What follows belongs to an exercise in optimizing a design on an open flow for small area and a short achievable clock period; a production flow would make more cautious choices.
Only simulation tests tie the RTL to the original design; equivalence was not proved.
The clock port is modelled as an ideal driver; clocking choices that lean on that would not hold on a real chip.
Power figures rest on the tool's default switching activity, not on a simulated workload.

### constraint.sdc
create_clock -name core_clock -period 5.5 [get_ports {clk}]
set_input_delay 1.1000 -clock core_clock [delete_from_list [all_inputs] [get_ports {clk}]]
set_output_delay 1.1000 -clock core_clock [all_outputs]
set_load 0.01 [all_outputs]
### flow/run.sh
#!/bin/bash
# Layout flow: the standard flow (standard.sh) with these changes:
#  - the port buffers are buf_4 cells (buffer_ports -buffer_cell)
#  - CTS builds the tree from clkbuf_16 cells in larger sink clusters and adds
#    no dummy loads
#  - after CTS, flow/opt_read.tcl works along the worst path again and again:
#    it upsizes gates, and puts a buffer after a read-path AOI gate (which has
#    no larger size) that drives a long wire; it then legalizes the placement
# Each step's full output goes to its own log in the work folder; ORFS's
# per-step logs are under orfs/logs/.
set -euo pipefail
export BUFFER_PORTS_ARGS="-buffer_cell sky130_fd_sc_hd__buf_4"
export CTS_ARGS="-sink_clustering_enable -repair_clock_nets -dont_use_dummy_load -buf_list sky130_fd_sc_hd__clkbuf_16 -sink_clustering_size 30 -sink_clustering_max_diameter 60"
RES=$(grep -o "WORK_HOME=[^ ]*" standard.sh | head -1 | cut -d= -f2)/results/$FLOW_PLATFORM/dmem_wait_responder/base

bash standard.sh 4_1_cts > flow_make_1.log 2>&1
SDC=$RES/4_cts.sdc
[[ -f $SDC ]] || SDC=$RES/3_place.sdc
PLATFORM_DIR=$FLOW_HOME/platforms/$FLOW_PLATFORM ODB=$RES/4_1_cts.odb OUT=$RES/4_1_cts.odb SDC=$SDC ITERS=300 \
  openroad -no_init -exit flow/opt_read.tcl > flow_opt_read.log 2>&1
bash standard.sh > flow_make_2.log 2>&1
### flow/opt_read.tcl
# Post-CTS timing touch-up on the worst paths: upsizes gates, and puts a buffer
# after a gate that has no larger size when it drives a long wire.
# env: ODB (input), OUT (output), SDC, ITERS, PLATFORM_DIR
set P $::env(PLATFORM_DIR)
read_liberty $P/lib/sky130_fd_sc_hd__tt_025C_1v80.lib
read_db $::env(ODB)
read_sdc $::env(SDC)
source $P/setRC.tcl
set_propagated_clock [all_clocks]
estimate_parasitics -placement
proc wslack {} { return [sta::worst_slack_cmd max] }
puts "start wns [wslack] area [rsz::design_area]"
set sizes {1 2 4 6 8 12 16}
set tried [dict create]
set nb 0
for {set it 0} {$it < $::env(ITERS)} {incr it} {
  set w0 [wslack]
  with_output_to_variable rpt { report_checks -path_delay max -format full }
  set insts {}
  foreach line [split $rpt "\n"] {
    if {[regexp {\s(\S+)/([A-Z0-9_]+) \((sky130_fd_sc_hd__\w+)\)} $line -> in pn mm]} {
      if {[lsearch $insts $in] < 0} { lappend insts $in }
    }
  }
  regexp {Endpoint: (\S+)} $rpt -> ep
  if {[llength [get_cells -quiet $ep]]} { set epo [get_pins $ep/D] } else { set epo [get_ports $ep] }
  set e0 [get_property $epo slack_max]
  set improved 0
  foreach iname $insts {
    if {[dict exists $tried $iname]} continue
    set inst [get_cells $iname]
    set m [get_property $inst ref_name]
    if {![regexp {^(sky130_fd_sc_hd__[a-z0-9]+)_(\d+)$} $m -> base sz]} continue
    if {[string match *df* $base] || [string match *clkbuf* $base]} continue
    set best $m; set bests $e0
    foreach s $sizes {
      if {$s <= $sz} continue
      set cand ${base}_$s
      if {[llength [get_lib_cells -quiet */$cand]] == 0} continue
      replace_cell $inst $cand
      estimate_parasitics -placement
      set ws [get_property $epo slack_max]
      if {$ws > $bests + 0.005 && [wslack] >= $w0 - 1e-12} { set best $cand; set bests $ws }
    }
    replace_cell $inst $best
    estimate_parasitics -placement
    if {$best ne $m} {
      set improved 1; puts "it $it $ep: $iname $m -> $best : $bests wns [wslack]"; break
    }
    # no larger size helped: try a buffer right after it
    set onet ""
    foreach p [get_pins -of_objects $inst] { if {[get_property $p direction] eq "output"} { set onet [get_nets -of_objects $p] } }
    if {$onet ne "" && [string match *a222oi* $m]} {
      set dbi [[ord::get_db_block] findInst $iname]
      set loc [$dbi getLocation]
      set dbu [[ord::get_db_tech] getDbUnitsPerMicron]
      set xy [list [expr {[lindex $loc 0] / double($dbu)}] [expr {[lindex $loc 1] / double($dbu)}]]
      foreach bc {sky130_fd_sc_hd__buf_2 sky130_fd_sc_hd__buf_4} {
        set bname "optbuf_$nb"
        if {[catch {insert_buffer -buffer_cell $bc -net $onet -location $xy -buffer_name $bname -net_name "optnet_$nb"} err]} { puts "insert failed: $err"; break }
        if {[llength [get_cells -quiet $bname]] == 0} { puts "no buffer $bname"; break }
        estimate_parasitics -placement
        set ws [get_property $epo slack_max]
        if {$ws > $bests + 0.005 && [wslack] >= $w0 - 1e-12} {
          incr nb; set improved 1; puts "it $it $ep: buffer $bc after $iname : $ws wns [wslack]"; break
        }
        remove_buffers [get_cells $bname]
        incr nb
        if {[catch {estimate_parasitics -placement} err]} { puts "est after remove: $err" }
      }
    }
    if {$improved} break
    dict set tried $iname 1
  }
  if {!$improved} { puts "no improvement at it $it"; break }
}
puts "end wns [wslack] area [rsz::design_area]"
detailed_placement
estimate_parasitics -placement
puts "legalized wns [wslack] area [rsz::design_area]"
if {[info exists ::env(OUT)]} { write_db $::env(OUT) }
### design.v
package dmem_pkg;
    localparam int WORD_ALIGN_BITS = 2;
    function automatic logic addr_err(input logic [31:0] addr, input int addr_bits);
        addr_err = (addr[WORD_ALIGN_BITS-1:0] != '0) ||
               ((addr >> (addr_bits + WORD_ALIGN_BITS)) != 32'd0);
    endfunction
endpackage
module dmem_ld_mux (
    input  logic q,
    input  logic d,
    input  logic ld,
    input  logic ld_n,
    output logic y
);
    assign y = (q & ld_n) | (d & ld);
endmodule
module dmem_rd_aoi3 (
    input  logic [2:0] d,
    input  logic [2:0] s,
    output logic       y_n
);
    assign y_n = ~((d[0] & s[0]) | (d[1] & s[1]) | (d[2] & s[2]));
endmodule
module dmem_rd_col (
    input  logic [63:0] d,
    input  logic [63:0] s,
    input  logic        q,
    input  logic        hold,
    input  logic        take,
    output logic        y
);
    logic [21:0] part_n;
    for (genvar g = 0; g < 21; g++) begin : g_aoi
        dmem_rd_aoi3 u_aoi (
            .d   (d[3*g+2:3*g]),
            .s   (s[3*g+2:3*g]),
            .y_n (part_n[g])
        );
    end
    assign part_n[21] = ~(d[63] & s[63]);
    assign y = (q & hold) | (~(&part_n) & take);
endmodule
module dmem_wait_responder #(
    parameter int ADDR_BITS = 6,
    parameter int LATENCY   = 2,
    parameter int DATA_W    = 32
) (
    input  logic              clk,
    input  logic              reset,
    input  logic              req,
    input  logic              we,
    input  logic [31:0]       addr,
    input  logic [DATA_W-1:0] wdata,
    output logic [DATA_W-1:0] rdata,
    output logic              ready,
    output logic              err,
    output logic              busy
);
    localparam int NWORDS = 1 << ADDR_BITS;
    logic                 s1, s2, s3;      
    logic                 busy_q;
    logic                 err_o;
    logic [7:0]           hi_q;            
    logic [7:0]           lo_q;            
    logic                 err_q;
    logic                 wen_q;           
    logic [DATA_W-1:0]    wdata_q;
    logic [DATA_W-1:0]    rdata_q;
    logic [DATA_W-1:0]    rdata_d;
    logic [DATA_W-1:0]    mem_q [NWORDS];
    logic [DATA_W-1:0]    mem_d [NWORDS];
    logic [NWORDS-1:0]    rsel;            
    logic [NWORDS-1:0]    rsel_q;          
    logic [NWORDS-1:0]    wsel;            
    logic [NWORDS-1:0]    wsel_n;
    logic                 accept;
    logic                 in_err;
    logic [ADDR_BITS-1:0] in_idx;
    logic                 r_hold;
    logic                 r_take;
    assign accept = req && !busy_q && !reset;
    assign in_err = dmem_pkg::addr_err(addr, ADDR_BITS);
    assign in_idx = addr[ADDR_BITS+1:dmem_pkg::WORD_ALIGN_BITS];
    always_comb begin
        for (int w = 0; w < NWORDS; w++) begin
            rsel[w]   = hi_q[w / 8] && lo_q[w % 8];
            wsel[w]   = rsel[w] && wen_q;
            wsel_n[w] = !wsel[w];
        end
    end
    for (genvar w = 0; w < NWORDS; w++) begin : g_word
        for (genvar b = 0; b < DATA_W; b++) begin : g_bit
            dmem_ld_mux u_ld (
                .q    (mem_q[w][b]),
                .d    (wdata_q[b]),
                .ld   (wsel[w]),
                .ld_n (wsel_n[w]),
                .y    (mem_d[w][b])
            );
        end
    end
    always_ff @(posedge clk) begin
        for (int w = 0; w < NWORDS; w++) begin
            mem_q[w] <= mem_d[w];
        end
    end
    assign r_hold = !s2 && !reset;
    assign r_take = !reset;
    for (genvar b = 0; b < DATA_W; b++) begin : g_col
        logic [NWORDS-1:0] col;
        for (genvar w = 0; w < NWORDS; w++) begin : g_w
            assign col[w] = mem_q[w][b];
        end
        dmem_rd_col u_col (
            .d    (col),
            .s    (rsel_q),
            .q    (rdata_q[b]),
            .hold (r_hold),
            .take (r_take),
            .y    (rdata_d[b])
        );
    end
    always_ff @(posedge clk) begin
        rdata_q <= rdata_d;
    end
    always_ff @(posedge clk) begin
        rsel_q <= rsel & {NWORDS{s1 && !reset}};
    end
    always_ff @(posedge clk) begin
        wdata_q <= wdata;
        wen_q   <= accept && we && !in_err;
        if (!busy_q) begin
            for (int i = 0; i < 8; i++) begin
                hi_q[i] <= (in_idx[5:3] == 3'(i)) && !in_err;
                lo_q[i] <= (in_idx[2:0] == 3'(i)) && !in_err;
            end
            err_q <= in_err;
        end
    end
    always_ff @(posedge clk) begin
        if (reset) begin
            s1     <= 1'b0;
            s2     <= 1'b0;
            s3     <= 1'b0;
            busy_q <= 1'b0;
            err_o  <= 1'b0;
        end else begin
            s1     <= accept;
            s2     <= s1;
            s3     <= s2;
            busy_q <= accept || s1 || s2;
            err_o  <= s2 && err_q;
        end
    end
    assign rdata = rdata_q;
    assign ready = s3;
    assign err   = err_o;
    assign busy  = busy_q;
endmodule
### standard.sh
#!/bin/bash
# synth_recipe.tcl (not shown) runs the flow's synth.tcl, then flattens the netlist and writes it again
# the make line also repeats each setting of config.mk as NAME=value (left out here)
make -C /OpenROAD-flow-scripts/flow DESIGN_CONFIG=/design/flow/config.mk WORK_HOME=/design/flow/orfs CLKGATE_MAP_FILE= SYNTH_SCRIPT=/design/flow/synth_recipe.tcl "${@:-finish}"
### config.mk
export PLATFORM = sky130hd
export DESIGN_NAME = dmem_wait_responder
export DESIGN_NICKNAME = dmem_wait_responder
export VERILOG_FILES = /design/flow/design.v
export SDC_FILE = /design/flow/constraint.sdc
export NUM_CORES = 4
export LEC_CHECK = 0
export CAP_MARGIN = 20
export CORE_MARGIN = 2
export CORE_UTILIZATION = 65
export SETUP_SLACK_MARGIN = 2.8
export SLEW_MARGIN = 20
export SYNTH_HIERARCHICAL = 1
export SYNTH_MINIMUM_KEEP_SIZE = 0
==> impl_metrics.py <==
metrics = {
    "critical_path": {
        "path_class": "reg -> reg",
        "worstPathCellList": "buf_12, a222oi_1, nand4_1, o41a_1, a221o_1",
        "start_kind": "flip-flop",
        "r2r_end": "rdata_q[23]$_DFF_P_",
        "timing.critical_path.from": "rsel_q[51]$_DFF_P_",
        "worstPathArrival_ns": 3.59,
        "rr_worst_depth": 5,
        "rrSetupSlack_ns": 2.57,
        "cp_slowest_cell": "a222oi_1",
        "worst_setup_path_end_kind": "flip-flop",
        "critPathMaxStageDelay_ns": 0.88,
        "cp_max_fo": 9,
        "worstPathRequired_ns": 6.16,
        "r2r_start": "rsel_q[51]$_DFF_P_",
    },
    "timing": {
        "hold_viol_final": 0,
        "fmax_ghz": 0.341,
        "finClkSkew_ns": 0.0523,
        "relSlewSlack_pct": 16.7,
        "setup_violations": 0,
        "fin_hold_ws_ns": 0.425,
        "worst-slew-pin-transition_ns": 1.25,
        "fin_crit_sh_pct": 53.3,
        "rsz0062_at_grt": "yes",
        "fin_setup_tns_ns": 0,
        "min_period_ns": 2.93,
        "drv_slew": 0,
    },
    "floorplanning": {
        "ios": 103,
        "die_h_um": 338,
        "die_x_um": 338,
        "design.die.area_um2": 114000,
        "rows": 122,
        "coreArea_um2": 111000,
        "start_util_pct": 65.4,
    },
    "detailed_routing": {
        "drtAntennaViolNets": 0,
        "drt_iter0_drc": 12300,
        "dr.pass1.iters": 13,
        "via_per_inst": 8.07,
        "drc": 0,
        "drt_wl_total_mm": 264,
        "avgRoutedWirePerCell_um": 35.6,
        "vias": 59800,
    },
    "yosys": {
        "ys.warnings.count": 10,
        "synthDistinctLibCells": 28,
        "netlist_area_um2": 72300,
        "seq_area_frac_synth_pct": 61.1,
        "avgSynthCellArea_um2": 13.2,
        "syn_nets": 5558,
        "synth_cells": 5490,
        "synth-seq-cells": 2199,
    },
    "placement": {
        "dp_hpwl_mm": 150,
        "gp_congestion": 0.987,
        "portBuffers": 102,
    },
    "clock_network": {
        "clk_latency_ns": 0.79,
        "cts_sinks": 2199,
        "holdBufCountCts": 0,
        "cts_made_buffers": 139,
        "cts.reportedPaths.clkPinSlew_ns": 0.08,
        "clk_path_buf_depth": 3,
        "cts_tree": "yes",
        "cts_max_level": 4,
        "clockRootBuffer": "clkbuf_16",
    },
    "grt": {
        "gr-total-overflow": 0,
        "antenna_found_initial": 15,
        "grt_max_degree": 65,
        "grt_use_total_pct": 44.3,
        "grt_pass1_vias": 53900,
        "grt_pass1_wl_mm": 376,
    },
    "hold_path": {
        "min_from": "wdata[4]",
        "hold_end": "wdata_q[4]$_DFF_P_",
        "worstHoldPathType": "in -> reg",
        "min_path_cells": 1,
    },
    "cells_and_area": {
        "drive_above_1_share_pct": 9.66,
        "nets": 5991,
        "mostFrequentLayoutCells": "dfxtp_1 (2,137), a22o_1 (2,048), a222oi_1 (672)",
        "area_delta_synth_final_pct": 11.4,
        "final_common_cell": "dfxtp_1",
    },
    "job": {
        "drv_cap": 0,
    },
    "status": {
        "status": "complete, no violations",
    },
    "pwr": {
        "ir_drop_mv": 0.313,
        "p_leak_nw": 30.2,
        "power_density_nw_per_um2": 324,
    },
}
power breakdown:
group	switching (W)	internal, W
clock	0.00511	0.00449
combinational	0.000106	0.0000510
sequential	0.000392	0.0159
total	0.00561	0.0205
layout make-up:
type                       count  area [µm²]
sequential                  2199       44300
fill                        7685       29900
multi-input combinational   3198       27800
clock buffer                 139        3480
timing repair buffer         288        2420
tap                         1488        1860
inverter                      66         389
timing repair inverter        31         230
antenna                        3        7.51
per-module statistics from Yosys, one instance, submodules excluded:
module	copies in the design	flops+latches	cell area, µm²	cells
dmem_rd_aoi3	672	0	10.0	1
dmem_rd_col	32	0	63.8	9
dmem_ld_mux	2048	0	8.76	1
dmem_wait_responder	1	2199	45600	2482
metrics by stage:
stage	cells	setup WS, ns	power [W]	area, µm²	util, %
after global routing	7411	2.71	0.0267	80600	72.9
after global placement	7199	1.47	0.0168	76100	68.8
after CTS	7378	2.61	0.0261	80200	72.5
after detailed placement	7202	2.20	0.0168	76100	68.9
after floorplan	5490	3.01	0.0165	72300	-
final	7412	2.57	0.0261	80600	72.9
critical path, delay by kind of cell, from the launching register on:
kind / cells / cell delay [ns]
AND/OR/NAND/NOR: 1 / 0.58
buffers and inverters: 1 / 0.14
flip-flops: 1 / 0.36
AO/OA/AOI/OAI: 3 / 1.74
synthesized netlist by cell type:
library cell	count	area, µm²
dfxtp_1	2182	43700
a22o_1	2048	17900
a222oi_1	672	6730
nand4_1	129	807
nand2_1	101	379
inv_1	66	248
and3_1	64	400
nand3_1	34	170
a221o_1	32	320
and4_1	32	280
o41a_1	32	360
clkbuf_1	26	97.6
edfxtp_1	17	510
nor4_1	16	100
and2_1	9	56.3
nand3b_1	6	45.0
nor2_1	5	18.8
nor3_2	4	40.0
or4b_1	3	30.0
nor2b_1	2	12.5
nor3_1	2	10.0
or4_1	2	15.0
a21oi_1	1	5.00
buf_6	1	11.3
nor3b_1	1	7.51
or3_1	1	6.26
or4_4	1	11.3
or4b_4	1	13.8
routing by layer:
| metal | wire [µm] | up-vias | GRT usage (%) |
|---|---|---|---|
| met1 | 101000 | 29500 | 62.6 |
| met3 | 39800 | 647 | 14.0 |
| li1 | - | 24900 | - |
| met5 | 110 | - | 0 |
| met2 | 109000 | 4746 | 60.9 |
| met4 | 14600 | 16 | 22.3 |
timing repair:
action / CTS / global route
resized for setup: 86 / 30
hold endpoints to repair: 0 / 0
cloned: 25 / 11
buffers inserted: 12 / 13
pin swaps: 39 / 29
setup endpoints to repair: 1377 / 352
flip-flops by register name (all words and copies together), names as in the netlist, 8 cells and up:
signal / flops
wdata_q: 32
rsel_q: 64
mem_q: 2048
hi_q: 8
lo_q: 8
rdata_q: 32
worst max-delay path by stage:
stage,endpoint,cells past startpoint
after floorplan,hi_q[4]$_DFFE_PN_,4
after global placement,mem_q[50][11]$_DFF_P_,4
after detailed placement,err_q$_DFFE_PN_,4
after CTS,mem_q[24][11]$_DFF_P_,6
after global routing,rdata_q[27]$_DFF_P_,5
final,rdata_q[23]$_DFF_P_,5
cells by family after synthesis:
| logic type | Yosys count | synth area share [%] |
|---|---|---|
| AO/OA/AOI/OAI | 2785 | 35.1 |
| buffers and inverters | 93 | 0.493 |
| flip-flops | 2199 | 61.1 |
| AND/OR/NAND/NOR | 413 | 3.32 |

## what the ideal ports hide
In the flow no input, the clock included, has a driving cell. The finished layout below was timed again as built, in two steps.
Step 1 (the two cells are an assumption about what drives the block):
set clk [get_ports {clk}]
set_driving_cell -lib_cell sky130_fd_sc_hd__clkbuf_16 $clk
set_driving_cell -lib_cell sky130_fd_sc_hd__buf_2 [delete_from_list [all_inputs] $clk]
Step 2, shift: input delay + t, output delay - t, t = (earliest + latest rising clock arrival at the registers) / 2. This alone moves slack from input paths to output paths.
a / b / c = ideal / step 1 / step 2; a / b = the first two.
shift t [ns]: 0.853
setup slack, ns: 2.571 / 2.571 / 2.127
clock arrival spread, ns: 0.053 / 0.053
After both steps setup and hold are still met in this run. The setup slack of this run moves by 0.000 ns with the drivers and by -0.444 ns with both steps.
